Context: an optimization exercise on an open-source flow, tuned for small area and few clock cycles per item. The choices shown serve that exercise and are no tape-out recipe. Only simulation tests tie the RTL to the original design; equivalence was not proved. The clock port is modelled as an ideal driver; clocking choices that lean on that would not hold on a real chip. No activity file was given, so power comes from the tool's default toggle rates.

--- flow/config.mk ---
export PLATFORM = sky130hd
export DESIGN_NAME = controller_report_formatter_unit
export DESIGN_NICKNAME = controller_report_formatter_unit
export VERILOG_FILES = /design/flow/design.v
export SDC_FILE = /design/flow/constraint.sdc
export NUM_CORES = 4
export LEC_CHECK = 0
export CAP_MARGIN = 20
export CORE_MARGIN = 2
export CORE_UTILIZATION = 40
export CTS_BUF_LIST = sky130_fd_sc_hd__clkbuf_8
export SLEW_MARGIN = 20
--- flow/constraint.sdc ---
create_clock -name core_clock -period 8.0 [get_ports {i_clk}]
set_input_delay 1.6000 -clock core_clock [delete_from_list [all_inputs] [get_ports {i_clk}]]
set_output_delay 1.6000 -clock core_clock [all_outputs]
set_load 0.01 [all_outputs]
--- flow/design.v ---
package crf_pkg;
    localparam int CHAN_W  = 2;
    localparam int BTN_W   = 9;
    localparam int DPAD_W  = 4;
    localparam int AXIS_W  = 10;
    localparam int LEVEL_W = 10;
    localparam int MODE_W  = 8;
    localparam int RPT_W   = 13;
    localparam int VAL_W   = 8;
endpackage
module crf_stick_scale #(
    parameter bit NEG = 1'b0
) (
    input  logic [crf_pkg::AXIS_W-1:0] i_axis,
    output logic [crf_pkg::VAL_W-1:0]  o_value
);
    logic [9:0] x;
    assign x = i_axis;
    generate
        if (NEG) begin : g_neg
            logic t1;
            logic t2;
            logic t3;
            logic t4;
            logic t5;
            logic t6;
            logic t7;
            logic t8;
            logic t9;
            logic t10;
            logic t11;
            logic t12;
            logic t13;
            logic t14;
            logic t15;
            logic t16;
            logic t17;
            logic t18;
            logic t19;
            logic t20;
            logic t21;
            logic t22;
            logic t23;
            logic t24;
            logic t25;
            logic t26;
            logic t27;
            logic t28;
            logic t29;
            logic t30;
            logic t31;
            logic t32;
            logic t33;
            logic t34;
            logic t35;
            logic t36;
            logic t37;
            logic t38;
            logic t39;
            logic t40;
            logic t41;
            logic t42;
            logic t43;
            logic t44;
            logic t45;
            logic t46;
            logic t47;
            logic t48;
            logic t49;
            logic t50;
            logic t51;
            logic t52;
            logic t53;
            logic t54;
            logic t55;
            logic t56;
            logic t57;
            logic t58;
            logic t59;
            logic t60;
            logic t61;
            logic t62;
            logic t63;
            assign t1 = ~x[0];
            assign t2 = (t1 & x[3]) | (t1 & x[6]) | (x[3] & x[6]);
            assign t3 = t1 ^ x[3] ^ x[6];
            assign t4 = ~x[1];
            assign t5 = (t4 & x[4]) | (t4 & x[7]) | (x[4] & x[7]);
            assign t6 = t4 ^ x[4] ^ x[7];
            assign t7 = ~x[2];
            assign t8 = (t7 & x[5]) | (t7 & x[8]) | (x[5] & x[8]);
            assign t9 = t7 ^ x[5] ^ x[8];
            assign t10 = ~x[6];
            assign t11 = (x[3] & t10) | (x[3] & x[9]) | (t10 & x[9]);
            assign t12 = x[3] ^ t10 ^ x[9];
            assign t13 = ~x[4] | x[7];
            assign t14 = x[4] ^ x[7];
            assign t15 = ~x[5] | x[8];
            assign t16 = x[5] ^ x[8];
            assign t17 = t5 | t9;
            assign t18 = t5 ^ t9;
            assign t19 = ~t15;
            assign t20 = (x[6] & x[9]) | (x[6] & t19) | (x[9] & t19);
            assign t21 = x[6] ^ x[9] ^ t19;
            assign t22 = ~t12;
            assign t23 = (t8 & t22) | (t8 & t17) | (t22 & t17);
            assign t24 = t8 ^ t22 ^ t17;
            assign t25 = ~x[7] | ~t20;
            assign t26 = x[7] ^ t20;
            assign t27 = ~t11;
            assign t28 = (t14 & t27) | (t14 & t23) | (t27 & t23);
            assign t29 = t14 ^ t27 ^ t23;
            assign t30 = ~x[8] | t25;
            assign t31 = x[8] ^ t25;
            assign t32 = (t13 & t16) | (t13 & t28) | (t16 & t28);
            assign t33 = t13 ^ t16 ^ t28;
            assign t34 = x[9] | t30;
            assign t35 = x[9] ^ t30;
            assign t36 = x[0] & x[3];
            assign t37 = x[1] & x[4];
            assign t38 = x[1] | x[4];
            assign t39 = t37 | (t38 & t36);
            assign t40 = x[2] & x[5];
            assign t41 = x[2] | x[5];
            assign t42 = t40 | (t41 & t39);
            assign t43 = t3 | t42;
            assign t44 = t2 & t6;
            assign t45 = t2 | t6;
            assign t46 = t44 | (t45 & t43);
            assign t47 = ~t18 & t46;
            assign t48 = t18 ^ t46;
            assign t49 = t24 & t47;
            assign t50 = t24 ^ t47;
            assign t51 = t29 & t49;
            assign t52 = t29 ^ t49;
            assign t53 = t33 & t51;
            assign t54 = t33 ^ t51;
            assign t55 = ~t21;
            assign t56 = (t55 & t32) | (t55 & t53) | (t32 & t53);
            assign t57 = t55 ^ t32 ^ t53;
            assign t58 = ~t26 & t56;
            assign t59 = t26 ^ t56;
            assign t60 = t31 & t58;
            assign t61 = t31 ^ t58;
            assign t62 = ~t35 & t60;
            assign t63 = t35 ^ t60;
            assign o_value = {~t63, t61, ~t59, t57, t54, t52, t50, ~t48};
        end else begin : g_pos
            logic t1;
            logic t2;
            logic t3;
            logic t4;
            logic t5;
            logic t6;
            logic t7;
            logic t8;
            logic t9;
            logic t10;
            logic t11;
            logic t12;
            logic t13;
            logic t14;
            logic t15;
            logic t16;
            logic t17;
            logic t18;
            logic t19;
            logic t20;
            logic t21;
            logic t22;
            logic t23;
            logic t24;
            logic t25;
            logic t26;
            logic t27;
            logic t28;
            logic t29;
            logic t30;
            logic t31;
            logic t32;
            logic t33;
            logic t34;
            logic t35;
            logic t36;
            logic t37;
            logic t38;
            logic t39;
            logic t40;
            logic t41;
            logic t42;
            logic t43;
            logic t44;
            logic t45;
            logic t46;
            logic t47;
            logic t48;
            logic t49;
            logic t50;
            logic t51;
            logic t52;
            logic t53;
            logic t54;
            logic t55;
            logic t56;
            logic t57;
            logic t58;
            logic t59;
            logic t60;
            logic t61;
            logic t62;
            logic t63;
            logic t64;
            logic t65;
            logic t66;
            logic t67;
            assign t1 = ~x[0] | ~x[3];
            assign t2 = x[0] ^ x[3];
            assign t3 = ~x[0];
            assign t4 = (t3 & x[3]) | (t3 & x[6]) | (x[3] & x[6]);
            assign t5 = t3 ^ x[3] ^ x[6];
            assign t6 = ~x[1];
            assign t7 = (t6 & x[4]) | (t6 & x[7]) | (x[4] & x[7]);
            assign t8 = t6 ^ x[4] ^ x[7];
            assign t9 = ~x[2];
            assign t10 = (t9 & x[5]) | (t9 & x[8]) | (x[5] & x[8]);
            assign t11 = t9 ^ x[5] ^ x[8];
            assign t12 = ~x[6];
            assign t13 = (x[3] & t12) | (x[3] & x[9]) | (t12 & x[9]);
            assign t14 = x[3] ^ t12 ^ x[9];
            assign t15 = x[4] | ~x[7];
            assign t16 = x[4] ^ x[7];
            assign t17 = x[5] | ~x[8];
            assign t18 = x[5] ^ x[8];
            assign t19 = ~t1;
            assign t20 = (x[1] & x[4]) | (x[1] & t19) | (x[4] & t19);
            assign t21 = x[1] ^ x[4] ^ t19;
            assign t22 = ~t7 | ~t11;
            assign t23 = t7 ^ t11;
            assign t24 = (x[6] & x[9]) | (x[6] & t17) | (x[9] & t17);
            assign t25 = x[6] ^ x[9] ^ t17;
            assign t26 = (x[2] & x[5]) | (x[2] & t20) | (x[5] & t20);
            assign t27 = x[2] ^ x[5] ^ t20;
            assign t28 = ~t10;
            assign t29 = (t28 & t14) | (t28 & t22) | (t14 & t22);
            assign t30 = t28 ^ t14 ^ t22;
            assign t31 = x[7] | t24;
            assign t32 = x[7] ^ t24;
            assign t33 = (t16 & t13) | (t16 & t29) | (t13 & t29);
            assign t34 = t16 ^ t13 ^ t29;
            assign t35 = x[8] | t31;
            assign t36 = x[8] ^ t31;
            assign t37 = (t15 & t18) | (t15 & t33) | (t18 & t33);
            assign t38 = t15 ^ t18 ^ t33;
            assign t39 = ~x[9] | t35;
            assign t40 = x[9] ^ t35;
            assign t41 = ~x[1] & ~x[0];
            assign t42 = ~x[2] & t41;
            assign t43 = ~t2 & t42;
            assign t44 = ~t21 & t43;
            assign t45 = ~t27 & t44;
            assign t46 = ~t5 & ~t26;
            assign t47 = ~t5 | ~t26;
            assign t48 = t46 | (t47 & t45);
            assign t49 = ~t4 & ~t8;
            assign t50 = ~t4 | ~t8;
            assign t51 = t49 | (t50 & t48);
            assign t52 = ~t23 & t51;
            assign t53 = t23 ^ t51;
            assign t54 = t30 & t52;
            assign t55 = t30 ^ t52;
            assign t56 = t34 & t54;
            assign t57 = t34 ^ t54;
            assign t58 = t38 & t56;
            assign t59 = t38 ^ t56;
            assign t60 = (t25 & t37) | (t25 & t58) | (t37 & t58);
            assign t61 = t25 ^ t37 ^ t58;
            assign t62 = ~t32 & t60;
            assign t63 = t32 ^ t60;
            assign t64 = ~t36 & t62;
            assign t65 = t36 ^ t62;
            assign t66 = t40 & t64;
            assign t67 = t40 ^ t64;
            assign o_value = {t67, ~t65, ~t63, t61, t59, t57, t55, ~t53};
        end
    endgenerate
endmodule
module crf_trig_scale (
    input  logic [crf_pkg::LEVEL_W-1:0] i_level,
    input  logic                        i_btn,
    output logic [crf_pkg::VAL_W-1:0]   o_level,
    output logic                        o_btn
);
    logic       w_dec;
    logic [7:0] w_s;
    logic       w_hi;
    logic       w_zero;
    assign w_dec  = i_level[0] ? (i_level[8:0] >= 9'd501) : (i_level[8:1] != 8'd0);
    assign w_s    = i_level[9] ? 8'hFF : (i_level[8:1] - 8'(w_dec));
    assign w_hi   = i_level >= 10'd493;
    assign w_zero = i_level < 10'd3;
    assign o_level = (i_btn && (w_hi || w_zero)) ? 8'hFF : w_s;
    assign o_btn   = w_hi || (w_zero && i_btn);
endmodule
module crf_report_build (
    input  logic [crf_pkg::BTN_W-1:0]  i_buttons,
    input  logic [crf_pkg::DPAD_W-1:0] i_dpad,
    input  logic [crf_pkg::MODE_W-1:0] i_mode,
    input  logic [crf_pkg::VAL_W-1:0]  i_rx,
    input  logic [crf_pkg::VAL_W-1:0]  i_ry,
    input  logic [crf_pkg::VAL_W-1:0]  i_tl,
    input  logic [crf_pkg::VAL_W-1:0]  i_tr,
    input  logic                       i_tl_btn,
    input  logic                       i_tr_btn,
    output logic [crf_pkg::RPT_W-2:0]  o_buttons,    
    output logic [crf_pkg::VAL_W-1:0]  o_rx,
    output logic [crf_pkg::VAL_W-1:0]  o_ry,
    output logic [crf_pkg::VAL_W-1:0]  o_tl,
    output logic [crf_pkg::VAL_W-1:0]  o_tr
);
    logic w_low;        
    logic w_snib;       
    logic w_tnib;       
    logic w_tzero;      
    assign w_low   = (i_mode[7:2] == 6'd0);
    assign w_snib  = w_low && (i_mode[1] ^ i_mode[0]);
    assign w_tnib  = w_low && !i_mode[0];
    assign w_tzero = (i_mode == 8'd4);
    assign o_buttons = {i_dpad[2], i_dpad[3], i_dpad[1], i_dpad[0],
                        i_tr_btn, i_tl_btn, i_buttons[4], i_buttons[7] | i_buttons[8],
                        i_buttons[3:0]};
    assign o_rx = w_snib ? {4'd0, i_rx[7:4]} : i_rx;
    assign o_ry = w_snib ? {4'd0, i_ry[7:4]} : i_ry;
    assign o_tl = w_tzero ? 8'd0 : w_tnib ? {4'd0, i_tl[7:4]} : i_tl;
    assign o_tr = w_tzero ? 8'd0 : w_tnib ? {4'd0, i_tr[7:4]} : i_tr;
endmodule
module controller_report_formatter_unit (
    input  logic                              i_clk,
    input  logic                              i_rst_n,
    input  logic                              i_upd_valid,
    output logic                              o_upd_ready,
    input  logic [crf_pkg::CHAN_W-1:0]        i_upd_channel,
    input  logic [crf_pkg::BTN_W-1:0]         i_upd_button_bits,
    input  logic [crf_pkg::DPAD_W-1:0]        i_upd_dpad_bits,
    input  logic signed [crf_pkg::AXIS_W-1:0] i_upd_axis_left_x,
    input  logic signed [crf_pkg::AXIS_W-1:0] i_upd_axis_left_y,
    input  logic signed [crf_pkg::AXIS_W-1:0] i_upd_axis_right_x,
    input  logic signed [crf_pkg::AXIS_W-1:0] i_upd_axis_right_y,
    input  logic [crf_pkg::LEVEL_W-1:0]       i_upd_brake_level,
    input  logic [crf_pkg::LEVEL_W-1:0]       i_upd_throttle_level,
    input  logic [crf_pkg::MODE_W-1:0]        i_upd_analog_mode,
    output logic                              o_rpt_valid,
    input  logic                              i_rpt_ready,
    output logic [crf_pkg::CHAN_W-1:0]        o_rpt_out_channel,
    output logic [crf_pkg::RPT_W-1:0]         o_rpt_report_buttons,
    output logic [crf_pkg::VAL_W-1:0]         o_rpt_stick_lx,
    output logic [crf_pkg::VAL_W-1:0]         o_rpt_stick_ly,
    output logic [crf_pkg::VAL_W-1:0]         o_rpt_stick_rx,
    output logic [crf_pkg::VAL_W-1:0]         o_rpt_stick_ry,
    output logic [crf_pkg::VAL_W-1:0]         o_rpt_trig_left,
    output logic [crf_pkg::VAL_W-1:0]         o_rpt_trig_right
);
    logic                      r_valid;
    logic                      w_take;
    logic [crf_pkg::VAL_W-1:0] w_lx, w_ly, w_rx, w_ry, w_tl, w_tr;
    logic                      w_tl_btn, w_tr_btn;
    logic [crf_pkg::RPT_W-2:0] n_buttons;
    logic [crf_pkg::VAL_W-1:0] n_rx, n_ry, n_tl, n_tr;
    logic [crf_pkg::CHAN_W-1:0] r_channel;
    logic [crf_pkg::RPT_W-2:0]  r_buttons;
    logic [crf_pkg::VAL_W-1:0]  r_lx, r_ly, r_rx, r_ry, r_tl, r_tr;
    assign o_upd_ready = !r_valid || i_rpt_ready;
    assign w_take      = o_upd_ready && i_upd_valid;
    crf_stick_scale #(.NEG(1'b0)) u_lx (.i_axis(i_upd_axis_left_x),  .o_value(w_lx));
    crf_stick_scale #(.NEG(1'b1)) u_ly (.i_axis(i_upd_axis_left_y),  .o_value(w_ly));
    crf_stick_scale #(.NEG(1'b0)) u_rx (.i_axis(i_upd_axis_right_x), .o_value(w_rx));
    crf_stick_scale #(.NEG(1'b1)) u_ry (.i_axis(i_upd_axis_right_y), .o_value(w_ry));
    crf_trig_scale u_tl (
        .i_level (i_upd_brake_level),
        .i_btn   (i_upd_button_bits[5]),
        .o_level (w_tl),
        .o_btn   (w_tl_btn)
    );
    crf_trig_scale u_tr (
        .i_level (i_upd_throttle_level),
        .i_btn   (i_upd_button_bits[6]),
        .o_level (w_tr),
        .o_btn   (w_tr_btn)
    );
    crf_report_build u_build (
        .i_buttons (i_upd_button_bits),
        .i_dpad    (i_upd_dpad_bits),
        .i_mode    (i_upd_analog_mode),
        .i_rx      (w_rx),
        .i_ry      (w_ry),
        .i_tl      (w_tl),
        .i_tr      (w_tr),
        .i_tl_btn  (w_tl_btn),
        .i_tr_btn  (w_tr_btn),
        .o_buttons (n_buttons),
        .o_rx      (n_rx),
        .o_ry      (n_ry),
        .o_tl      (n_tl),
        .o_tr      (n_tr)
    );
    always_ff @(posedge i_clk) begin
        if (!i_rst_n) begin
            r_valid <= 1'b0;
        end else if (o_upd_ready) begin
            r_valid <= i_upd_valid;
        end
    end
    always_ff @(posedge i_clk) begin
        if (w_take) begin
            r_channel <= i_upd_channel;
            r_buttons <= n_buttons;
            r_lx      <= w_lx;
            r_ly      <= w_ly;
            r_rx      <= n_rx;
            r_ry      <= n_ry;
            r_tl      <= n_tl;
            r_tr      <= n_tr;
        end
    end
    assign o_rpt_valid          = r_valid;
    assign o_rpt_out_channel    = r_channel;
    assign o_rpt_report_buttons = {1'b1, r_buttons};
    assign o_rpt_stick_lx       = r_lx;
    assign o_rpt_stick_ly       = r_ly;
    assign o_rpt_stick_rx       = r_rx;
    assign o_rpt_stick_ry       = r_ry;
    assign o_rpt_trig_left      = r_tl;
    assign o_rpt_trig_right     = r_tr;
endmodule
--- flow/flow/run.sh ---
#!/bin/bash
# Own layout flow: the standard flow with three changes.
#  1. Synthesis is the standard synthesis script (synth_recipe.tcl and ORFS's synth.tcl) except
#     that Yosys's "abc -fast" pre-mapping in synth's fine step is skipped and extract_fa looks
#     for full adders only, so the hand-built adder structure of the RTL reaches the adder
#     mapping as written. Registers, their names and cell types are those of the standard
#     synthesis (only the combinational mapping differs).
#     The final ABC mapping of the remaining logic uses flow/abc_area.script (area-oriented
#     amap) in place of ORFS's speed script.
#  2. Ports are buffered with sky130_fd_sc_hd__buf_1 (every input and output still gets its
#     own buffer, as in the standard flow).
#  3. Clock tree synthesis takes its arguments from flow/cts_args.txt (no dummy loads).
#  4. Everything after synthesis is standard.sh (the standard flow's own layout) unchanged.
# Each tool's output goes to a log file in this folder.
set -euo pipefail
W=$PWD
S=$FLOW_HOME/scripts/synth.tcl
sed -e 's/synth -top \$::env(DESIGN_NAME) -run fine: {\*}\$synth_full_args/synth -top $::env(DESIGN_NAME) -run fine: -noabc {*}$synth_full_args/' \
    -e 's/extract_fa {\*}\[dont_use_extract_fa_args\]/extract_fa -fa/' \
    -e "s#^source \$::env(SCRIPTS_DIR)/synth_preamble.tcl\$#&\nlset abc_args 1 $W/flow/abc_area.script#" \
    "$S" > "$W/own_synth.tcl"
grep -q -- '-run fine: -noabc' "$W/own_synth.tcl"
grep -q -- 'extract_fa -fa$' "$W/own_synth.tcl"
grep -q -- "^lset abc_args 1 $W/flow/abc_area.script" "$W/own_synth.tcl"
sed -e "s#\$::env(SCRIPTS_DIR)/synth.tcl#$W/own_synth.tcl#" "$W/synth_recipe.tcl" > "$W/own_synth_recipe.tcl"
grep -q "$W/own_synth.tcl" "$W/own_synth_recipe.tcl"
KNOBS=$(sed -n 's/^make .* SYNTH_SCRIPT=[^ ]* \(.*\) "\${@:-finish}"$/\1/p' "$W/standard.sh")
eval "make -C $FLOW_HOME DESIGN_CONFIG=$W/config.mk WORK_HOME=$W/orfs CLKGATE_MAP_FILE= SYNTH_SCRIPT=$W/own_synth_recipe.tcl $KNOBS synth" > "$W/synth.log" 2>&1
export BUFFER_PORTS_ARGS="-buffer_cell sky130_fd_sc_hd__buf_1"
# clock tree options (replace ORFS's clock_tree_synthesis arguments when flow/cts_args.txt exists)
if [[ -f "$W/flow/cts_args.txt" ]]; then
  export CTS_ARGS="$(cat "$W/flow/cts_args.txt")"
fi
bash "$W/standard.sh" > "$W/layout.log" 2>&1
--- flow/flow/abc_area.script ---
strash
ifraig
dc2
dch -f
amap
topo
stime -c
--- flow/flow/cts_args.txt ---
-repair_clock_nets -buf_list sky130_fd_sc_hd__clkbuf_8 -dont_use_dummy_load -distance_between_buffers 500 -branching_point_buffers_distance 500
--- flow/standard.sh ---
#!/bin/bash
# synth_recipe.tcl (not shown) runs the flow's synth.tcl, then flattens the netlist and writes it again
# the make line also repeats each setting of config.mk as NAME=value (left out here)
make -C /OpenROAD-flow-scripts/flow DESIGN_CONFIG=/design/flow/config.mk WORK_HOME=/design/flow/orfs CLKGATE_MAP_FILE= SYNTH_SCRIPT=/design/flow/synth_recipe.tcl "${@:-finish}"
==> impl_metrics.py, run 1 <==
metrics = {
    "outcome": {
        "status": "finished clean",
    },
    "floorplanning": {
        "core_sq_um": 10300,
        "start_util_pct": 41.2,
        "dieWidth_um": 107,
        "dieHeight_um": 107,
        "io_pins": 152,
        "die_area_sq_um": 11400,
        "fp-row-count": 37,
    },
    "synthesis": {
        "yosys.area.top_type": "edfxtp_1",
        "yosysSeqAreaShare_pct": 44.5,
        "syn_nets": 554,
        "netlist_area_sq_um": 4230,
        "synthFlopType": "edfxtp_1",
        "synth_top_area_share_pct": 44.0,
        "ys.warnings.count": 1,
        "ys_ff_latch": 63,
        "synth-xor-area-share_pct": 0,
        "synth_top_family_by_area": "adder cells",
        "synth.avg_cell_area_sq_um": 9.91,
        "muxShareOfSynthArea_pct": 0,
        "syn_inst": 427,
        "async_flop_share_pct": 0,
        "synth_edf_count": 62,
        "synth_fa_ha_area_share_pct": 18.9,
        "synth-simple-area-share_pct": 13.5,
        "ys_types": 30,
        "synth_area_leaders": "edfxtp_1 (44%), fa_1 (19%), clkinv_1 (6.8%)",
        "synth_compound_area_share_pct": 16.0,
    },
    "routing": {
        "routed_wl_um": 9360,
        "ant_nets": 0,
        "drt_iter0_markers": 131,
        "wl_per_cell_um": 13.0,
        "vias": 3550,
        "dr.pass1.iters": 6,
        "vias_per_cell": 4.91,
        "drc_errors": 0,
    },
    "finish": {
        "drive_gt1_share_pct": 2.21,
        "n_antenna_cell": 0,
        "postLayoutCoreUtil_pct": 49.7,
        "area_delta_synth_final_pct": 20.7,
        "fin_nets": 716,
        "final_cells": 723,
    },
    "worst_setup_path": {
        "startpoint_type": "primary input",
        "crit_chain": "buf_1, clkinv_1, fa_1, clkinv_1, nor2_1, fa_1, fa_1, clkinv_1, fa_1, nand2_1, fa_1, clkinv_1, nand2_1, o32ai_1, nor2_1, a21oi_1, o22ai_1",
        "rrSetupSlack_ns": 5.93,
        "path_common_cell": "fa_1",
        "critPathTopFamily": "adder cells",
        "path_max_fanout": 4,
        "worst-path-buf-inv": 5,
        "cp.required_ns": 8.07,
        "path_class": "in2reg",
        "cp.arrival_ns": 4.99,
        "crit_path_max_incr_delay_ns": 0.56,
        "critPathCaptureType": "register",
        "cpMaxStageDelayCell": "fa_1",
    },
    "global_routing": {
        "grt_antenna_before_repair": 1,
        "grt_pass1_vias": 3394,
        "grt.total_usage_pct": 17.3,
        "overflow": 0,
        "grt_max_degree": 34,
        "grt_first_pass_wirelength_um": 15600,
    },
    "clock_tree": {
        "post_cts_buffers": 0,
        "clock-sinks": 63,
        "clk_pin_slew_ns": 0.06,
        "cts_made_buffers": 9,
        "cts_tree": "done",
        "clk_latency_ns": 0.32,
        "cts_hold_buffers": 0,
        "post_cts_resize_count": 0,
    },
    "power_and_ir_drop": {
        "peakVddDrop_mv": 0.0711,
        "leakage_nw": 1.70,
        "power_density_nw_per_um2": 177,
        "power_mw": 0.906,
    },
    "timing": {
        "post-route-min-period_ns": 4.92,
        "setup-violations-final": 0,
        "maxSlewViolCount": 0,
        "holdWs_ns": 0.694,
        "fmax_mhz": 203,
        "hold_viol_final": 0,
        "timing.final.crit_share_pct": 61.5,
        "rsz0062_at_grt": "no",
        "finClkSkew_ns": 0.0168,
        "worstMarginPinSlew_ns": 0.856,
        "slew-limit-headroom_pct": 42.8,
        "finalSetupTns_ns": 0,
    },
    "place": {
        "place_inst": 714,
        "dp_hpwl_um": 7940,
        "io_buffers": 150,
        "routabilityCongestion": 0.844,
    },
    "flow_run": {
        "cap_violations": 0,
    },
    "min_path": {
        "hp-class": "reg2reg",
    },
}
## cells in the mapped netlist, types with 5 or more instances
cell      count
a211oi_1     14
a21oi_1      22
a22oi_1       7
clkinv_1     77
edfxtp_1     62
fa_1         40
nand2_1      37
nor2_1       75
nor2b_1       5
nor3_1        9
o21a_1        8
o21ai_0      28
o22ai_1      10
## stage by stage
stage / instance area [sq um] / worst slack, ns
finish: 5110 / 3.08
global route: 5110 / 2.65
CTS: 5110 / 3.07
detailed placement: 4990 / 2.71
global placement: 4990 / 2.85
floorplan: 4230 / 3.07
## where the power goes
group	leakage, nW	switching [mW]	internal, mW
sequential	0.600	0.0101	0.418
combinational	1.03	0.172	0.107
clock	0.0647	0.0989	0.0998
## worst paths after layout
check	start	cells after the start	to
worst max-delay path	i_upd_axis_right_y[5]	17	r_ry[3]
worst min-delay path	r_valid	2	r_valid
worst max register to register	r_valid	3	r_buttons[1]
worst min register to register	r_valid	2	r_valid
## worst register-to-register path, cell delays in order (launching register included)
cell	delay [ns]
dfxtp_1	0.31
nor2b_1	0.17
nor2b_4	0.68
buf_4	0.53
## per-layer routing
metal  track usage [%]  routed length (um)  vias to the layer above
met5                 0                  16                        -
met4              5.75                 131                        2
met3              3.59                 526                       13
met2              29.0                4640                       94
met1              22.3                4050                     1632
li1                  -                   -                     1809
## cell type report
| type | instances | area, sq um |
|---|---|---|
| Fill cell | 1023 | 5170 |
| Multi-Input combinational cell | 286 | 2070 |
| Sequential cell | 63 | 1880 |
| Timing Repair Buffer | 152 | 578 |
| Clock buffer | 9 | 124 |
| Inverter | 77 | 289 |
| Tap cell | 136 | 170 |
## registers in the layout, indices dropped and copies added (netlist names)
register	count
r_ry	8
r_rx	8
r_buttons	12
r_valid	1
r_ly	8
r_channel	2
r_tl	8
r_lx	8
r_tr	8
## kinds of logic after synthesis
| logic type | after synthesis |
|---|---|
| AOI/OAI and AO/OA | 107 |
| and+or+nand+nor | 138 |
| DFF | 63 |
| adders and majority gates | 40 |
| other | 1 |
| buffers and inverters | 78 |
## cell usage in the layout, fill, tap and decap left out
| cell type | n |
|---|---|
| edfxtp_1 | 62 |
| nand3b_1 | 1 |
| a211oi_1 | 13 |
| nand3_1 | 2 |
| a211oi_2 | 1 |
| or2_0 | 3 |
| o22ai_1 | 10 |
| dfxtp_1 | 1 |
| a221oi_1 | 2 |
| buf_1 | 150 |
| nor3_1 | 9 |
| or4_1 | 1 |
| clkbuf_8 | 9 |
| nand2_1 | 37 |
| conb_1 | 1 |
| o32ai_1 | 4 |
| buf_4 | 2 |
| fa_1 | 40 |
| a22oi_1 | 7 |
| a32oi_1 | 4 |
| nor2b_1 | 4 |
| clkinv_1 | 77 |
| nor4_1 | 1 |
| nand4_1 | 2 |
| a31oi_1 | 3 |
| nor2b_4 | 1 |
| o21ai_0 | 28 |
| o41ai_1 | 3 |
| a21o_1 | 2 |
| and2_0 | 1 |
| nor2_1 | 75 |
| a21oi_1 | 22 |
| and3_1 | 1 |
| o21a_1 | 8 |
Testbench counts, summed over its fixed seeds: cycles 16,008, items 16,000.
==> run 2, diff against run 1 <==
==> flow/flow/cts_args.txt (replaced) <==
-sink_clustering_enable -repair_clock_nets -buf_list sky130_fd_sc_hd__clkbuf_8 -dont_use_dummy_load
==> run 2 against run 1 <==
Clock power barely moved. Register-to-register slack barely moved. Clock skew did not move. Sequential power barely moved. Sequential share of layout area did not move. Critical path type unchanged. Highest routed layer unchanged.
==> impl_metrics.py, run 2 <==
metrics = {
    "finish": {
        "nFillCells": 1023,
        "fin_nets": 716,
        "regArea_sq_um": 1880,
        "design_area_sq_um": 5110,
        "top_register": "r_buttons",
        "drive_gt1_share_pct": 2.21,
        "multi_input_area_sq_um": 2070,
        "n_antenna_cell": 0,
        "area_delta_synth_final_pct": 20.7,
        "largest_reg_flops": 12,
        "layout_commonest_cell": "buf_1",
        "final_cell_mix": "buf_1 (150), clkinv_1 (77), nor2_1 (75), edfxtp_1 (62), fa_1 (40)",
    },
    "routing": {
        "drc_errors": 0,
        "ant_nets": 0,
        "vias_per_cell": 4.91,
        "dr.pass1.iters": 6,
        "vias": 3550,
        "wl_per_cell_um": 13.0,
        "drt_iter0_markers": 131,
        "routed_wl_um": 9360,
    },
    "synthesis": {
        "synth_top_area_share_pct": 44.0,
        "synth-xor-area-share_pct": 0,
        "netlist_area_sq_um": 4230,
        "syn_inst": 427,
        "muxShareOfSynthArea_pct": 0,
        "synth_most_common_cell": "clkinv_1",
        "synth-simple-area-share_pct": 13.5,
        "synth_area_leaders": "edfxtp_1 (44%), fa_1 (19%), clkinv_1 (6.8%)",
        "synth_compound_area_share_pct": 16.0,
        "synthFlopType": "edfxtp_1",
        "synth_common_cells": "clkinv_1 (77), nor2_1 (75), edfxtp_1 (62)",
        "synth_top_family_by_area": "adder cells",
        "synth_fa_ha_area_share_pct": 18.9,
        "async_flop_share_pct": 0,
        "ys_types": 30,
        "yosys.area.top_type": "edfxtp_1",
        "ys_ff_latch": 63,
        "yosysSeqAreaShare_pct": 44.5,
        "syn_nets": 554,
        "synth_edf_count": 62,
        "ys.warnings.count": 1,
        "synth.avg_cell_area_sq_um": 9.91,
    },
    "power_and_ir_drop": {
        "p_int_mw": 0.625,
        "clkPwrFrac_pct": 21.9,
        "leakage_nw": 1.70,
        "power_frac_seq_pct": 47.3,
        "power_density_nw_per_um2": 177,
        "combPwrFrac_pct": 30.7,
        "peakVddDrop_mv": 0.0711,
        "p_sw_share_pct": 31.0,
        "power_switching_mw": 0.281,
    },
    "floorplanning": {
        "start_util_pct": 41.2,
        "fp-row-count": 37,
        "die_area_sq_um": 11400,
        "io_pins": 152,
        "core_sq_um": 10300,
        "dieHeight_um": 107,
        "dieWidth_um": 107,
    },
    "timing": {
        "holdWs_ns": 0.694,
        "maxSlewViolCount": 0,
        "setup-violations-final": 0,
        "worstMarginPinSlew_ns": 0.856,
        "hold_viol_final": 0,
        "layout_setup_ws_ns": 3.08,
        "finalSetupTns_ns": 0,
        "rsz0062_at_grt": "no",
        "fmax_mhz": 203,
        "slew-limit-headroom_pct": 42.8,
        "finClkSkew_ns": 0.0168,
        "timing.final.crit_share_pct": 61.5,
        "post-route-min-period_ns": 4.92,
    },
    "clock_tree": {
        "cts_made_buffers": 9,
        "post_cts_resize_count": 0,
        "clk_pin_slew_ns": 0.06,
        "clk_latency_ns": 0.32,
        "post_cts_buffers": 0,
        "clock-sinks": 63,
        "cts_hold_buffers": 0,
        "cts_tree": "done",
    },
    "place": {
        "post-place-ws_ns": 2.71,
        "dp_hpwl_um": 7940,
        "routabilityCongestion": 0.844,
        "place_area_sq_um": 4990,
        "io_buffers": 150,
    },
    "global_routing": {
        "grt.total_usage_pct": 17.3,
        "overflow": 0,
        "grt_max_degree": 34,
        "grt_antenna_before_repair": 1,
        "grt_first_pass_wirelength_um": 15600,
        "grt_pass1_vias": 3394,
    },
    "flow_run": {
        "cap_violations": 0,
    },
    "worst_setup_path": {
        "cp.arrival_ns": 4.99,
        "path_class": "in2reg",
        "critPathCaptureType": "register",
        "cp.required_ns": 8.07,
        "path_max_fanout": 4,
        "startpoint_type": "primary input",
    },
    "min_path": {
        "hp-class": "reg2reg",
    },
    "outcome": {
        "status": "finished clean",
    },
}
## run 2: cell counts after synthesis
Identical to the previous run, type by type.
## run 2: through the flow
stage,util [%],cells,total power [mW]
after detailed placement,48.5,714,0.717
after floorplan,-,427,0.623
after global routing,49.7,723,0.975
after CTS,49.7,723,0.920
final,49.7,723,0.906
after global placement,48.5,714,0.709
## run 2: cell type report
| class | instances | share of cell area, % |
|---|---|---|
| tap | 136 | 3.33 |
| timing repair buffer | 152 | 11.3 |
| multi-input combinational | 286 | 40.5 |
| inverter | 77 | 5.66 |
| clock buffer | 9 | 2.42 |
| sequential | 63 | 36.8 |
## run 2: path summary, 6_finish.rpt
kind / start / end / slack [ns] / cells after the start
setup / recovery: i_upd_axis_right_y[5] / r_ry[3] / 3.08 / 17
hold / removal: r_valid / r_valid / 0.69 / 2
setup reg to reg: r_valid / r_buttons[1] / 5.93 / 3
hold reg to reg: r_valid / r_valid / 0.69 / 2
## run 2: cell families after synthesis
group	Yosys count
DFF	63
adders and majority gates	40
other	1
AOI/OAI and AO/OA	107
and+or+nand+nor	138
buffers and inverters	78
## run 2: power groups by stage
stage | combinational (mW) | clock [mW] | sequential (mW)
after floorplan | 0.165 | 0 | 0.457
after global placement | 0.273 | 0 | 0.435
after detailed placement | 0.282 | 0 | 0.436
after CTS | 0.283 | 0.208 | 0.429
after global routing | 0.323 | 0.221 | 0.431
final | 0.279 | 0.199 | 0.429
## run 2: critical path: stages
cell	delay (ns)
buf_1	0.16
clkinv_1	0.16
fa_1	0.55
clkinv_1	0.08
nor2_1	0.16
fa_1	0.24
fa_1	0.19
clkinv_1	0.09
fa_1	0.56
nand2_1	0.09
fa_1	0.43
clkinv_1	0.08
nand2_1	0.09
o32ai_1	0.18
nor2_1	0.07
a21oi_1	0.17
o22ai_1	0.09
## run 2: routing by layer
| metal | part of all wire (%) | up-vias | track usage [%] |
|---|---|---|---|
| li1 | - | 1809 | - |
| met1 | 43 | 1632 | 22.3 |
| met2 | 49 | 94 | 29.0 |
| met3 | 5.6 | 13 | 3.59 |
| met4 | 1.4 | 2 | 5.75 |
| met5 | 0.17 | - | 0 |
==> run 3, diff against run 2 <==
==> flow/flow/run.sh (replaced) <==
#!/bin/bash
# Own layout flow: the standard flow with three changes.
#  1. Synthesis is the standard synthesis script (synth_recipe.tcl and ORFS's synth.tcl) except
#     that Yosys's "abc -fast" pre-mapping in synth's fine step is skipped and extract_fa looks
#     for full adders only, so the hand-built adder structure of the RTL reaches the adder
#     mapping as written. Registers, their names and cell types are those of the standard
#     synthesis (only the combinational mapping differs).
#  2. Ports are buffered with sky130_fd_sc_hd__buf_1 (every input and output still gets its
#     own buffer, as in the standard flow).
#  3. Everything after synthesis is standard.sh (the standard flow's own layout) unchanged.
# Each tool's output goes to a log file in this folder.
set -euo pipefail
W=$PWD
S=$FLOW_HOME/scripts/synth.tcl
sed -e 's/synth -top \$::env(DESIGN_NAME) -run fine: {\*}\$synth_full_args/synth -top $::env(DESIGN_NAME) -run fine: -noabc {*}$synth_full_args/' \
    -e 's/extract_fa {\*}\[dont_use_extract_fa_args\]/extract_fa -fa/' "$S" > "$W/own_synth.tcl"
grep -q -- '-run fine: -noabc' "$W/own_synth.tcl"
grep -q -- 'extract_fa -fa$' "$W/own_synth.tcl"
sed -e "s#\$::env(SCRIPTS_DIR)/synth.tcl#$W/own_synth.tcl#" "$W/synth_recipe.tcl" > "$W/own_synth_recipe.tcl"
grep -q "$W/own_synth.tcl" "$W/own_synth_recipe.tcl"
KNOBS=$(sed -n 's/^make .* SYNTH_SCRIPT=[^ ]* \(.*\) "\${@:-finish}"$/\1/p' "$W/standard.sh")
eval "make -C $FLOW_HOME DESIGN_CONFIG=$W/config.mk WORK_HOME=$W/orfs CLKGATE_MAP_FILE= SYNTH_SCRIPT=$W/own_synth_recipe.tcl $KNOBS synth" > "$W/synth.log" 2>&1
export BUFFER_PORTS_ARGS="-buffer_cell sky130_fd_sc_hd__buf_1"
bash "$W/standard.sh" > "$W/layout.log" 2>&1
removed: flow/flow/abc_area.script
removed: flow/flow/cts_args.txt
==> run 3 against run 2 <==
Global-route usage hardly changed. Sequential power is 2% higher. Core utilization is 1.3 points lower. Clock-buffer cell count stayed put. Total power is 11% higher. Sequential share of layout area is 3.0 points lower. Via count is 6.3% higher. Register-to-register slack better by 0.47 ns. Clock skew is 0.012 ns lower. Design area is 8.8% higher. Synthesized cell count is 1.2% higher. Largest cell class unchanged.
==> impl_metrics.py, run 3 <==
metrics = {
    "power_and_ir_drop": {
        "leakage_nw": 2.04,
        "peakVddDrop_mv": 0.0954,
        "power_frac_seq_pct": 43.6,
        "combPwrFrac_pct": 34.1,
        "power_density_nw_per_um2": 181,
        "clkPwrFrac_pct": 22.2,
        "power_switching_mw": 0.333,
        "p_sw_share_pct": 33.2,
        "p_int_mw": 0.671,
    },
    "timing": {
        "worstMarginPinSlew_ns": 0.800,
        "fmax_mhz": 193,
        "slew-limit-headroom_pct": 46.7,
        "post-route-min-period_ns": 5.17,
        "maxSlewViolCount": 0,
        "finalSetupTns_ns": 0,
        "hold_viol_final": 0,
        "setup-violations-final": 0,
        "rsz0062_at_grt": "no",
        "timing.final.crit_share_pct": 64.6,
        "finClkSkew_ns": 0.00450,
        "holdWs_ns": 0.573,
    },
    "finish": {
        "area_delta_synth_final_pct": 17.8,
        "final_cell_mix": "buf_1 (150), edfxtp_1 (62), inv_1 (56), nor2_1 (40), fa_1 (40)",
        "n_antenna_cell": 0,
        "postLayoutCoreUtil_pct": 48.5,
        "layout_commonest_cell": "buf_1",
        "regArea_sq_um": 1880,
        "nFillCells": 1102,
        "drive_gt1_share_pct": 6.16,
        "largest_reg_flops": 12,
        "top_register": "r_buttons",
        "multi_input_area_sq_um": 2580,
        "fin_nets": 707,
    },
    "worst_setup_path": {
        "critPathTopFamily": "adder cells",
        "cp.required_ns": 8.07,
        "path_max_fanout": 7,
        "crit_chain": "buf_1, inv_1, fa_1, and2_1, fa_1, fa_1, inv_1, fa_1, nand2_1, fa_1, or4_1, nand2_1, xnor2_1, and2_1, a31oi_1",
        "crit_end": "r_ry[3]",
        "regToRegStartpoint": "r_valid",
        "rrSetupSlack_ns": 6.40,
        "cp_num_cells": 15,
        "crit_path_max_incr_delay_ns": 0.53,
        "r2r_end": "r_buttons[11]",
        "worst-path-buf-inv": 3,
        "cp.arrival_ns": 5.24,
        "path_common_cell": "fa_1",
        "cpMaxStageDelayCell": "or4_1",
        "critPathCaptureType": "register",
        "crit_start": "i_upd_axis_right_y[7]",
        "rr_worst_depth": 3,
        "startpoint_type": "primary input",
        "path_class": "in2reg",
    },
    "global_routing": {
        "grt_max_degree": 63,
        "grt_first_pass_wirelength_um": 17500,
        "grt.total_usage_pct": 17.2,
        "overflow": 0,
        "grt_pass1_vias": 3796,
        "grt_antenna_before_repair": 0,
    },
    "routing": {
        "dr.pass1.iters": 5,
        "ant_nets": 0,
        "wl_per_cell_um": 14.5,
        "drt_iter0_markers": 243,
        "vias_per_cell": 5.19,
        "vias": 3775,
        "drc_errors": 0,
        "routed_wl_um": 10500,
    },
    "clock_tree": {
        "post_cts_buffers": 0,
        "h-tree-depth": 3,
        "clock-sinks": 63,
        "cts_hold_buffers": 0,
        "clk_path_buf_depth": 2,
        "clk_pin_slew_ns": 0.07,
        "cts_tree": "done",
        "cts_root_buf": "clkbuf_8",
        "clk_latency_ns": 0.34,
        "post_cts_resize_count": 0,
        "cts_made_buffers": 9,
    },
    "synthesis": {
        "netlist_area_sq_um": 4720,
        "ys_types": 63,
        "synth_common_cells": "edfxtp_1 (62), inv_1 (52), fa_1 (40), nor2_1 (40), xnor2_1 (22)",
        "ys_ff_latch": 63,
        "synth.avg_cell_area_sq_um": 10.9,
        "synth_top_area_share_pct": 39.4,
        "synthFlopType": "edfxtp_1",
        "async_flop_share_pct": 0,
        "yosysSeqAreaShare_pct": 39.9,
        "synth_most_common_cell": "edfxtp_1",
        "synth_area_leaders": "edfxtp_1 (39%), fa_1 (17%), inv_1 (4.1%)",
        "ys.warnings.count": 1,
        "syn_nets": 559,
        "yosys.area.top_type": "edfxtp_1",
        "synth_edf_count": 62,
        "syn_inst": 432,
    },
    "place": {
        "dp_hpwl_um": 8420,
        "io_buffers": 150,
        "routabilityCongestion": 0.887,
    },
    "floorplanning": {
        "dieHeight_um": 113,
        "core_sq_um": 11500,
        "start_util_pct": 41.2,
        "fp-row-count": 39,
        "die_area_sq_um": 12700,
        "dieWidth_um": 113,
        "io_pins": 152,
    },
    "min_path": {
        "hp-class": "reg2reg",
    },
    "outcome": {
        "status": "finished clean",
    },
    "flow_run": {
        "cap_violations": 0,
    },
}
==> run 3: cell count changes after synthesis, moves of 18 or more <==
cell      change
clkinv_1     -77
nor2_1       -35
xor2_1       +18
inv_1        +52
xnor2_1      +22
o21ai_0      -19
==> run 3: cell type report <==
type	instances	area share (%)
flip-flops and latches	63	33.9
inverters	52	3.51
well taps	143	3.22
clock inverters	6	0.428
repair buffers	152	10.4
clock buffers	9	2.23
multi-input cells	302	46.4
==> run 3: cells by family (layout without fill, tap and decap cells) <==
group	count (synthesis)	in the layout	share of synthesized area, %
and+or+nand+nor	137	137	16.0
AOI/OAI and AO/OA	81	81	13.4
buffers and inverters	67	219	5.57
DFF	63	63	39.9
adders and majority gates	41	41	17.2
xor gates and xnor gates	40	40	7.42
muxes	2	2	0.424
other	1	1	0.0795
==> run 3: worst register-to-register path: cells and delay by family (launching register included) <==
family,cells,cell delay [ns]
and+or+nand+nor,2,0.25
DFF,1,0.33
buffers and inverters,1,0.62
==> run 3: how the worst min path moves through the flow <==
stage               slack, ns  cells past startpoint     from      end
detailed placement       0.56                      2  r_valid  r_valid
finish                   0.57                      2  r_valid  r_valid
floorplan                0.61                      2  r_valid  r_valid
global placement         0.53                      2  r_valid  r_valid
CTS                      0.57                      2  r_valid  r_valid
global route             0.61                      2  r_valid  r_valid
==> run 3: metal layers <==
layer / global-route usage [%] / share of wire, % / wire length, um / vias up
li1: - / - / - / 1825
met1: 21.3 / 41 / 4280 / 1780
met2: 28.7 / 48 / 5060 / 156
met3: 5.83 / 9.6 / 1010 / 14
met4: 5.45 / 1.5 / 154 / 0
met5: 0 / 0 / 0 / -
==> run 3: metrics by stage <==
step | cells | cell area [sq um] | setup WS (ns) | total power, mW
after floorplan | 432 | 4720 | 2.70 | 0.684
after global placement | 712 | 5410 | 2.56 | 0.783
after detailed placement | 712 | 5410 | 2.46 | 0.791
after CTS | 727 | 5560 | 2.83 | 1.02
after global routing | 727 | 5560 | 2.61 | 1.08
final | 727 | 5560 | 2.83 | 1.00
==> run 3: power groups by stage <==
stage	sequential, mW	combinational (mW)	clock, mW
floorplan	0.469	0.215	0
detailed placement	0.445	0.346	0
global placement	0.445	0.337	0
global route	0.442	0.390	0.247
finish	0.438	0.343	0.223
CTS	0.439	0.347	0.233
==> run 4, diff against run 3 <==
==> flow/flow/run.sh (replaced) <==
#!/bin/bash
# Own layout flow: the standard flow with three changes.
#  1. Synthesis is the standard synthesis script (synth_recipe.tcl and ORFS's synth.tcl) except
#     that Yosys's "abc -fast" pre-mapping in synth's fine step is skipped and no full or half
#     adder cells are extracted, so the hand-built adder structure of the RTL reaches ABC as
#     written. Registers, their names and cell types are those of the standard synthesis
#     (only the combinational mapping differs).
#     The final ABC mapping of the remaining logic uses flow/abc_area.script (area-oriented
#     amap) in place of ORFS's speed script.
#  2. Ports are buffered with sky130_fd_sc_hd__buf_1 (every input and output still gets its
#     own buffer, as in the standard flow).
#  3. Clock tree synthesis takes its arguments from flow/cts_args.txt (no dummy loads).
#  4. Everything after synthesis is standard.sh (the standard flow's own layout) unchanged.
# Each tool's output goes to a log file in this folder.
set -euo pipefail
W=$PWD
S=$FLOW_HOME/scripts/synth.tcl
sed -e 's/synth -top \$::env(DESIGN_NAME) -run fine: {\*}\$synth_full_args/synth -top $::env(DESIGN_NAME) -run fine: -noabc {*}$synth_full_args/' \
    -e 's/^  extract_fa {\*}\[dont_use_extract_fa_args\]$/  puts "own flow: no adder extraction"/' \
    -e "s#^source \$::env(SCRIPTS_DIR)/synth_preamble.tcl\$#&\nlset abc_args 1 $W/flow/abc_area.script#" \
    "$S" > "$W/own_synth.tcl"
grep -q -- '-run fine: -noabc' "$W/own_synth.tcl"
grep -q -- 'own flow: no adder extraction' "$W/own_synth.tcl"
grep -q -- "^lset abc_args 1 $W/flow/abc_area.script" "$W/own_synth.tcl"
sed -e "s#\$::env(SCRIPTS_DIR)/synth.tcl#$W/own_synth.tcl#" "$W/synth_recipe.tcl" > "$W/own_synth_recipe.tcl"
grep -q "$W/own_synth.tcl" "$W/own_synth_recipe.tcl"
KNOBS=$(sed -n 's/^make .* SYNTH_SCRIPT=[^ ]* \(.*\) "\${@:-finish}"$/\1/p' "$W/standard.sh")
eval "make -C $FLOW_HOME DESIGN_CONFIG=$W/config.mk WORK_HOME=$W/orfs CLKGATE_MAP_FILE= SYNTH_SCRIPT=$W/own_synth_recipe.tcl $KNOBS synth" > "$W/synth.log" 2>&1
export BUFFER_PORTS_ARGS="-buffer_cell sky130_fd_sc_hd__buf_1"
# clock tree options (replace ORFS's clock_tree_synthesis arguments when flow/cts_args.txt exists)
if [[ -f "$W/flow/cts_args.txt" ]]; then
  export CTS_ARGS="$(cat "$W/flow/cts_args.txt")"
fi
bash "$W/standard.sh" > "$W/layout.log" 2>&1
==> flow/flow/abc_area.script (new file) <==
strash
ifraig
dc2
dch -f
amap
topo
stime -c
==> flow/flow/cts_args.txt (new file) <==
-sink_clustering_enable -repair_clock_nets -buf_list sky130_fd_sc_hd__clkbuf_8 -dont_use_dummy_load -sink_buffer_max_cap_derate 1.0
==> run 4 against run 3 <==
Worst hold slack gained 0.12 ns. Area after synthesis shrank 12%. Critical path type unchanged. Core utilization grew 0.82 points. Critical path depth rose by 5. Clock skew rose by 0.021 ns. Still clean. Setup slack better by 0.62 ns. Largest power group unchanged.
==> impl_metrics.py, run 4 <==
metrics = {
    "worst_setup_path": {
        "startpoint_type": "primary input",
        "path_max_fanout": 4,
        "crit_start": "i_upd_axis_right_x[8]",
        "critPathCaptureType": "register",
        "crit_end": "r_rx[2]",
        "worst-path-buf-inv": 3,
        "r2r_end": "r_buttons[4]",
        "crit_path_max_incr_delay_ns": 0.33,
        "regToRegStartpoint": "r_valid",
        "cp.required_ns": 8.04,
        "cp.arrival_ns": 4.60,
        "path_common_cell": "nor2_1",
        "cp_num_cells": 20,
        "rrSetupSlack_ns": 6.39,
        "rr_worst_depth": 3,
        "crit_chain": "buf_1, clkinv_1, nor2_1, clkinv_1, o21ai_0, nor2_1, a21oi_1, nor2_1, o22ai_1, o22ai_1, nor2b_1, nor2_1, nor2_1, a21oi_1, nor2_1, or3_1, nand2_1, nor2_1, o21ai_0, o32ai_1",
        "critPathTopFamily": "compound AO/OA/AOI/OAI gates",
        "cpMaxStageDelayCell": "or3_1",
        "path_class": "in2reg",
    },
    "routing": {
        "drt_iter0_markers": 157,
        "ant_nets": 0,
        "routed_wl_um": 9970,
        "wl_met3_um": 711,
        "dr.pass1.iters": 6,
        "wl_met1_um": 4520,
        "wl_met2_um": 4580,
        "vias": 4175,
        "routed.top_layer": "met4",
        "wl_per_cell_um": 12.1,
        "drc_errors": 0,
        "vias_per_cell": 5.05,
    },
    "finish": {
        "largest_reg_flops": 12,
        "layout_commonest_cell": "buf_1",
        "nFillCells": 1042,
        "area_delta_synth_final_pct": 21.1,
        "final_cells": 827,
        "n_antenna_cell": 0,
        "final_cell_mix": "buf_1 (150), nor2_1 (124), clkinv_1 (69), o21ai_0 (66), edfxtp_1 (62)",
        "top_register": "r_buttons",
        "multi_input_area_sq_um": 2030,
        "fin_nets": 780,
        "regArea_sq_um": 1880,
        "drive_gt1_share_pct": 1.88,
    },
    "global_routing": {
        "overflow": 0,
        "grt_first_pass_wirelength_um": 16200,
        "grt_pass1_vias": 3709,
        "grt_max_degree": 63,
        "grt_antenna_before_repair": 0,
        "grt.total_usage_pct": 17.8,
    },
    "floorplanning": {
        "die_area_sq_um": 11200,
        "dieHeight_um": 106,
        "io_pins": 152,
        "dieWidth_um": 106,
        "start_util_pct": 40.7,
        "core_sq_um": 10200,
        "fp-row-count": 37,
    },
    "synthesis": {
        "syn_nets": 618,
        "yosys.area.top_type": "edfxtp_1",
        "ys_types": 38,
        "syn_inst": 531,
        "ys_ff_latch": 63,
        "async_flop_share_pct": 0,
        "synth_area_leaders": "edfxtp_1 (45%), nor2_1 (11%), o21ai_0 (7.9%)",
        "synth.avg_cell_area_sq_um": 7.84,
        "synthFlopType": "edfxtp_1",
        "yosysSeqAreaShare_pct": 45.2,
        "netlist_area_sq_um": 4170,
        "synth_common_cells": "nor2_1 (124), clkinv_1 (69), o21ai_0 (66)",
        "synth_most_common_cell": "nor2_1",
        "synth_top_area_share_pct": 44.7,
        "ys.warnings.count": 1,
        "synth_edf_count": 62,
    },
    "power_and_ir_drop": {
        "combPwrFrac_pct": 27.7,
        "peakVddDrop_mv": 0.0627,
        "power_mw": 0.850,
        "p_sw_share_pct": 30.6,
        "power_density_nw_per_um2": 169,
        "clkPwrFrac_pct": 23.5,
        "leakage_nw": 1.66,
        "power_frac_seq_pct": 48.8,
        "power_switching_mw": 0.260,
        "p_int_mw": 0.589,
    },
    "min_path": {
        "hp-class": "reg2reg",
        "min_from": "r_valid",
    },
    "timing": {
        "finalSetupTns_ns": 0,
        "worstMarginPinSlew_ns": 0.785,
        "hold_viol_final": 0,
        "fmax_mhz": 220,
        "slew-limit-headroom_pct": 47.7,
        "finClkSkew_ns": 0.0258,
        "rsz0062_at_grt": "no",
        "timing.final.crit_share_pct": 56.9,
        "setup-violations-final": 0,
        "post-route-min-period_ns": 4.55,
        "maxSlewViolCount": 0,
    },
    "clock_tree": {
        "post_cts_resize_count": 0,
        "post_cts_buffers": 0,
        "cts_tree": "done",
        "cts_hold_buffers": 0,
        "clk_latency_ns": 0.34,
        "clk_pin_slew_ns": 0.05,
        "cts_made_buffers": 9,
        "clock-sinks": 63,
    },
    "place": {
        "io_buffers": 150,
        "routabilityCongestion": 0.850,
        "dp_hpwl_um": 8140,
        "place_inst": 818,
    },
    "outcome": {
        "status": "finished clean",
    },
    "flow_run": {
        "cap_violations": 0,
    },
}
==> run 4: changes by cell type in the layout (fill, tap and decap cells not counted), moves of 7 or more <==
cell | before | now
a211oi_1 | 3 | 15
o21ai_0 | 9 | 66
nand2_1 | 20 | 43
clkinv_1 | 1 | 69
fa_1 | 40 | 0
and2_1 | 11 | 0
o21a_1 | 1 | 13
and3_1 | 7 | 0
inv_1 | 56 | 0
nor2_1 | 40 | 124
xnor2_1 | 22 | 1
o22ai_1 | 6 | 28
a21oi_1 | 9 | 44
xor2_1 | 18 | 0
==> run 4: power groups by stage <==
stage / combinational (mW) / sequential, mW / clock (mW)
floorplan: 0.140 / 0.438 / 0
global placement: 0.231 / 0.422 / 0
detailed placement: 0.235 / 0.422 / 0
CTS: 0.236 / 0.416 / 0.211
global route: 0.270 / 0.418 / 0.220
finish: 0.235 / 0.415 / 0.200
==> run 4: final cells by class <==
type                    count  area share (%)
multi-input cells         398            40.2
inverters                  69            5.14
repair buffers            152            11.5
clock buffers               9            2.46
flip-flops and latches     63            37.3
well taps                 136            3.37
==> run 4: cells by family (layout without fill, tap and decap cells) <==
family                    Yosys count  count (layout)  synth area share (%)
xor gates and xnor gates            1               1                 0.210
AOI/OAI and AO/OA                 199             199                  28.7
buffers and inverters              70             230                  6.40
other                               1               1                0.0900
DFF                                63              63                  45.2
and+or+nand+nor                   197             197                  19.5
==> run 4: tightest hold or removal path, cell delays in order (launching register included) <==
cell,delay (ns)
dfxtp_1,0.30
nor2b_1,0.17
o21a_1,0.18
==> run 4: metrics by stage <==
stage	hold WS [ns]	cell area (sq um)	setup slack, ns	utilization [%]
5_1_grt	0.733	5040	3.05	49.3
6_report	0.697	5040	3.45	49.3
3_3_place_gp	0.672	4920	3.26	48.1
3_5_place_dp	0.689	4920	3.19	48.1
2_1_floorplan	0.672	4170	3.08	-
4_1_cts	0.697	5040	3.51	49.3
==> run 4: layer usage <==
| layer | vias to the layer above | global-route usage, % |
|---|---|---|
| met1 | 1788 | 23.1 |
| met3 | 12 | 4.23 |
| met5 | - | 0 |
| met4 | 0 | 7.71 |
| met2 | 127 | 28.6 |
| li1 | 2248 | - |
==> run 4: worst min path at each step <==
stage	to	slack, ns	cells after the start
4_1_cts	r_valid	0.70	2
2_1_floorplan	r_valid	0.67	2
3_3_place_gp	r_valid	0.67	2
5_1_grt	r_valid	0.73	2
6_report	r_valid	0.70	2
3_5_place_dp	r_valid	0.69	2
==> run 5, diff against run 4 <==
==> flow/flow/cts_args.txt (replaced) <==
-sink_clustering_enable -repair_clock_nets -root_buf sky130_fd_sc_hd__clkbuf_8 -buf_list sky130_fd_sc_hd__clkbuf_4 -dont_use_dummy_load
==> run 5 against run 4 <==
Clock power about the same. Global-route usage unchanged. Via count unchanged. Area after synthesis unchanged. Clock skew unchanged. Design area unchanged. Highest routed layer unchanged. Total power unchanged. Fmax unchanged. Sequential power about the same. Critical path depth unchanged. Cell count unchanged. Critical path type unchanged. Non-clock buffer count unchanged.
==> impl_metrics.py, run 5 <==
metrics = {
    "timing": {
        "rsz0062_at_grt": "no",
        "layout_setup_ws_ns": 3.45,
        "post-route-min-period_ns": 4.55,
        "setup-violations-final": 0,
        "worstMarginPinSlew_ns": 0.785,
        "hold_viol_final": 0,
        "timing.final.crit_share_pct": 56.9,
        "finalSetupTns_ns": 0,
        "fmax_mhz": 220,
        "finClkSkew_ns": 0.0258,
        "slew-limit-headroom_pct": 47.7,
        "maxSlewViolCount": 0,
    },
    "worst_setup_path": {
        "path_max_fanout": 4,
        "r2r_end": "r_buttons[4]",
        "cp.arrival_ns": 4.60,
        "regToRegStartpoint": "r_valid",
        "rrSetupSlack_ns": 6.39,
        "startpoint_type": "primary input",
        "rr_worst_depth": 3,
        "cp.required_ns": 8.04,
        "critPathCaptureType": "register",
        "path_class": "in2reg",
    },
    "finish": {
        "final_cell_mix": "buf_1 (150), nor2_1 (124), clkinv_1 (69), o21ai_0 (66), edfxtp_1 (62)",
        "fin_nets": 780,
        "top_register": "r_buttons",
        "area_delta_synth_final_pct": 21.1,
        "largest_reg_flops": 12,
        "n_antenna_cell": 0,
        "drive_gt1_share_pct": 1.88,
        "postLayoutCoreUtil_pct": 49.3,
        "layout_commonest_cell": "buf_1",
        "design_area_sq_um": 5040,
    },
    "power_and_ir_drop": {
        "leakage_nw": 1.66,
        "power_density_nw_per_um2": 169,
        "peakVddDrop_mv": 0.0627,
        "power_mw": 0.850,
    },
    "min_path": {
        "min_from": "r_valid",
        "hp-class": "reg2reg",
        "holdPathEnd": "r_valid",
        "hold_depth": 2,
    },
    "global_routing": {
        "grt_max_degree": 63,
        "grt_antenna_before_repair": 0,
        "overflow": 0,
        "grt_pass1_vias": 3709,
        "grt_first_pass_wirelength_um": 16200,
        "grt.total_usage_pct": 17.8,
    },
    "outcome": {
        "status": "finished clean",
    },
    "clock_tree": {
        "cts_hold_buffers": 0,
        "cts_tree": "done",
        "clk_latency_ns": 0.34,
        "clock-sinks": 63,
        "post_cts_resize_count": 0,
        "cts_made_buffers": 9,
        "post_cts_buffers": 0,
        "clk_pin_slew_ns": 0.05,
    },
    "synthesis": {
        "synth.avg_cell_area_sq_um": 7.84,
        "synth_most_common_cell": "nor2_1",
        "ys.warnings.count": 1,
        "yosysSeqAreaShare_pct": 45.2,
        "synth_top_area_share_pct": 44.7,
        "ys_ff_latch": 63,
        "yosys.area.top_type": "edfxtp_1",
        "synth_area_leaders": "edfxtp_1 (45%), nor2_1 (11%), o21ai_0 (7.9%)",
        "synth_edf_count": 62,
        "netlist_area_sq_um": 4170,
        "ys_types": 38,
        "syn_inst": 531,
        "synthFlopType": "edfxtp_1",
        "synth_common_cells": "nor2_1 (124), clkinv_1 (69), o21ai_0 (66)",
        "async_flop_share_pct": 0,
        "syn_nets": 618,
    },
    "floorplanning": {
        "dieHeight_um": 106,
        "io_pins": 152,
        "fp-row-count": 37,
        "die_area_sq_um": 11200,
        "core_sq_um": 10200,
        "dieWidth_um": 106,
        "start_util_pct": 40.7,
    },
    "place": {
        "place_area_sq_um": 4920,
        "io_buffers": 150,
        "dp_hpwl_um": 8140,
        "routabilityCongestion": 0.850,
        "post-place-ws_ns": 3.19,
    },
    "routing": {
        "vias_per_cell": 5.05,
        "drc_errors": 0,
        "dr.pass1.iters": 6,
        "vias": 4175,
        "drt_iter0_markers": 157,
        "routed_wl_um": 9970,
        "wl_per_cell_um": 12.1,
        "ant_nets": 0,
    },
    "flow_run": {
        "cap_violations": 0,
    },
}
[run 5: cell counts after synthesis]
No cell type changed its count.
[run 5: how the worst max path moves through the flow]
stage / endpoint / startpoint / depth (start not counted)
after floorplan: r_buttons[0] / i_rpt_ready / 2
after global routing: r_ly[6] / i_upd_axis_left_y[5] / 21
after CTS: r_rx[2] / i_upd_axis_right_x[8] / 20
after detailed placement: r_rx[2] / i_upd_axis_right_x[8] / 20
after global placement: r_rx[2] / i_upd_axis_right_x[8] / 20
final: r_rx[2] / i_upd_axis_right_x[8] / 20
[run 5: layer usage]
metal  track usage (%)  share of wire (%)  vias up  wire length, um
met1              23.1                 45     1788             4520
met2              28.6                 46      127             4580
met5                 0                  0        -                0
li1                  -                  -     2248                -
met4              7.71                1.6        0              161
met3              4.23                7.1       12              711
[run 5: kinds of logic (layout without fill, tap and decap cells)]
kind of cell / after synthesis / in the layout / share of synthesized area, %
xor gates and xnor gates: 1 / 1 / 0.210
buffers and inverters: 70 / 230 / 6.40
other: 1 / 1 / 0.0900
DFF: 63 / 63 / 45.2
AOI/OAI and AO/OA: 199 / 199 / 28.7
and+or+nand+nor: 197 / 197 / 19.5
[run 5: area by class of cell]
cell class	count	area, sq um
Tap cell	136	170
Fill cell	1042	5190
Multi-Input combinational cell	398	2030
Timing Repair Buffer	152	578
Clock buffer	9	124
Inverter	69	259
Sequential cell	63	1880
[run 5: stage by stage]
step                hold WS (ns)  cells
floorplan                  0.672    531
global placement           0.672    818
detailed placement         0.689    818
CTS                        0.697    827
global route               0.733    827
finish                     0.697    827
[run 5: worst max-delay path, cell delays in order]
cell and delay [ns]:
buf_1 0.17, clkinv_1 0.16, nor2_1 0.16, clkinv_1 0.11
o21ai_0 0.18, nor2_1 0.07, a21oi_1 0.16, nor2_1 0.11
o22ai_1 0.24, o22ai_1 0.15, nor2b_1 0.17, nor2_1 0.14
nor2_1 0.05, a21oi_1 0.15, nor2_1 0.07, or3_1 0.33
nand2_1 0.10, nor2_1 0.07, o21ai_0 0.29, o32ai_1 0.12
[run 5: power by group]
group          switching (mW)  internal, mW
combinational           0.151        0.0838
sequential            0.00908         0.406
clock                   0.100        0.0997
total                   0.260         0.589
==> run 6, diff against run 5 <==
==> flow/flow/cts_args.txt (replaced) <==
-sink_clustering_enable -repair_clock_nets -root_buf sky130_fd_sc_hd__clkbuf_8 -buf_list sky130_fd_sc_hd__clkbuf_2 -dont_use_dummy_load
==> run 6 against run 5 <==
Die area stayed put. Synthesized cell count stayed put. Setup slack stayed put. Cell count stayed put. Global-route usage stayed put. Clock skew stayed put. Clock power hardly changed. Clock-buffer cell count stayed put. Fmax stayed put. Area after synthesis stayed put. Worst hold slack stayed put. Still clean on timing, DRC and antenna.
==> impl_metrics.py, run 6 <==
metrics = {
    "outcome": {
        "status": "finished clean",
    },
    "synthesis": {
        "syn_inst": 531,
        "synth_edf_count": 62,
        "ys.warnings.count": 1,
        "synth-xor-area-share_pct": 0.210,
        "synth_area_leaders": "edfxtp_1 (45%), nor2_1 (11%), o21ai_0 (7.9%)",
        "ys_types": 38,
        "muxShareOfSynthArea_pct": 0,
        "synth_top_area_share_pct": 44.7,
        "synth_most_common_cell": "nor2_1",
        "synth-simple-area-share_pct": 19.5,
        "netlist_area_sq_um": 4170,
        "syn_nets": 618,
        "synth.avg_cell_area_sq_um": 7.84,
        "synth_top_family_by_area": "compound AO/OA/AOI/OAI gates",
        "async_flop_share_pct": 0,
        "synth_compound_area_share_pct": 28.7,
        "ys_ff_latch": 63,
        "synth_common_cells": "nor2_1 (124), clkinv_1 (69), o21ai_0 (66)",
        "synth_fa_ha_area_share_pct": 0,
        "yosys.area.top_type": "edfxtp_1",
        "synthFlopType": "edfxtp_1",
        "yosysSeqAreaShare_pct": 45.2,
    },
    "place": {
        "dp_hpwl_um": 8140,
        "place_area_sq_um": 4920,
        "io_buffers": 150,
        "place_inst": 818,
        "routabilityCongestion": 0.850,
    },
    "finish": {
        "n_antenna_cell": 0,
        "nFillCells": 1042,
        "fin_nets": 780,
        "layout_commonest_cell": "buf_1",
        "design_area_sq_um": 5040,
        "largest_reg_flops": 12,
        "top_register": "r_buttons",
        "regArea_sq_um": 1880,
        "drive_gt1_share_pct": 1.88,
        "area_delta_synth_final_pct": 21.1,
        "multi_input_area_sq_um": 2030,
        "final_cell_mix": "buf_1 (150), nor2_1 (124), clkinv_1 (69), o21ai_0 (66), edfxtp_1 (62)",
        "final_cells": 827,
    },
    "power_and_ir_drop": {
        "power_mw": 0.850,
        "power_density_nw_per_um2": 169,
        "leakage_nw": 1.66,
        "peakVddDrop_mv": 0.0627,
    },
    "global_routing": {
        "grt_first_pass_wirelength_um": 16200,
        "grt.total_usage_pct": 17.8,
        "grt_pass1_vias": 3709,
        "grt_antenna_before_repair": 0,
        "overflow": 0,
        "grt_max_degree": 63,
    },
    "timing": {
        "maxSlewViolCount": 0,
        "fmax_mhz": 220,
        "worstMarginPinSlew_ns": 0.785,
        "timing.final.crit_share_pct": 56.9,
        "setup-violations-final": 0,
        "finClkSkew_ns": 0.0258,
        "post-route-min-period_ns": 4.55,
        "slew-limit-headroom_pct": 47.7,
        "hold_viol_final": 0,
        "finalSetupTns_ns": 0,
        "rsz0062_at_grt": "no",
    },
    "routing": {
        "vias": 4175,
        "drt_iter0_markers": 157,
        "routed_wl_um": 9970,
        "wl_per_cell_um": 12.1,
        "drc_errors": 0,
        "vias_per_cell": 5.05,
        "ant_nets": 0,
        "dr.pass1.iters": 6,
    },
    "worst_setup_path": {
        "crit_path_max_incr_delay_ns": 0.33,
        "rr_worst_depth": 3,
        "regToRegStartpoint": "r_valid",
        "path_common_cell": "nor2_1",
        "path_max_fanout": 4,
        "cp.required_ns": 8.04,
        "path_class": "in2reg",
        "critPathCaptureType": "register",
        "rrSetupSlack_ns": 6.39,
        "cpMaxStageDelayCell": "or3_1",
        "cp.arrival_ns": 4.60,
        "crit_chain": "buf_1, clkinv_1, nor2_1, clkinv_1, o21ai_0, nor2_1, a21oi_1, nor2_1, o22ai_1, o22ai_1, nor2b_1, nor2_1, nor2_1, a21oi_1, nor2_1, or3_1, nand2_1, nor2_1, o21ai_0, o32ai_1",
        "startpoint_type": "primary input",
        "r2r_end": "r_buttons[4]",
    },
    "clock_tree": {
        "clock-sinks": 63,
        "post_cts_buffers": 0,
        "cts_made_buffers": 9,
        "cts_tree": "done",
        "post_cts_resize_count": 0,
        "cts_hold_buffers": 0,
        "clk_pin_slew_ns": 0.05,
        "clk_latency_ns": 0.34,
    },
    "floorplanning": {
        "start_util_pct": 40.7,
        "fp-row-count": 37,
        "dieWidth_um": 106,
        "io_pins": 152,
        "die_area_sq_um": 11200,
        "core_sq_um": 10200,
        "dieHeight_um": 106,
    },
    "min_path": {
        "hold_depth": 2,
        "holdPathEnd": "r_valid",
        "min_from": "r_valid",
        "hp-class": "reg2reg",
    },
    "flow_run": {
        "cap_violations": 0,
    },
}
==> run 6: cell counts after synthesis <==
Identical to the previous run, type by type.
==> run 6: how the worst max path moves through the flow <==
stage / start / endpoint / slack, ns / cells past startpoint
global placement: i_upd_axis_right_x[8] / r_rx[2] / 3.26 / 20
floorplan: i_rpt_ready / r_buttons[0] / 3.08 / 2
global route: i_upd_axis_left_y[5] / r_ly[6] / 3.05 / 21
finish: i_upd_axis_right_x[8] / r_rx[2] / 3.45 / 20
CTS: i_upd_axis_right_x[8] / r_rx[2] / 3.51 / 20
detailed placement: i_upd_axis_right_x[8] / r_rx[2] / 3.19 / 20
==> run 6: critical path: cells and delay by family <==
kind | cells | cell delay, ns
AO/OA/AOI/OAI | 7 | 1.29
buffers and inverters | 3 | 0.44
AND/OR/NAND/NOR | 10 | 1.27
==> run 6: logic make-up (layout without fill, tap and decap cells) <==
group,count (synthesis),in the layout
AO/OA/AOI/OAI,199,199
AND/OR/NAND/NOR,197,197
buffers and inverters,70,230
flip-flops,63,63
other,1,1
XOR/XNOR,1,1
==> run 6: area by class of cell <==
class / instances / area share, %
Multi-Input combinational cell: 398 / 40.2
Sequential cell: 63 / 37.3
Timing Repair Buffer: 152 / 11.5
Inverter: 69 / 5.14
Tap cell: 136 / 3.37
Clock buffer: 9 / 2.46
==> run 6: routing by layer <==
metal	part of all wire [%]	GRT usage [%]	vias to the layer above
met1	45	23.1	1788
met4	1.6	7.71	0
li1	-	-	2248
met3	7.1	4.23	12
met5	0	0	-
met2	46	28.6	127
==> run 6: per-stage QoR <==
step / utilization [%] / hold WS, ns / worst slack, ns
after floorplan: - / 0.672 / 3.08
after global placement: 48.1 / 0.672 / 3.26
after detailed placement: 48.1 / 0.689 / 3.19
after CTS: 49.3 / 0.697 / 3.51
after global routing: 49.3 / 0.733 / 3.05
final: 49.3 / 0.697 / 3.45
==> run 6: where the power goes <==
part	internal, mW	leakage, nW	switching, mW	total, mW
clock network	0.0997	0.0647	0.100	0.200
logic	0.0838	0.998	0.151	0.235
registers	0.406	0.599	0.00908	0.415
total	0.589	1.66	0.260	0.850

Setup slack of run 6, layout unchanged: 3.448 ns with ideal ports, 3.458 ns with driving cells assumed (clock clkbuf_16, inputs buf_2), 3.103 ns with port delays also shifted by the 0.355 ns mid clock arrival.
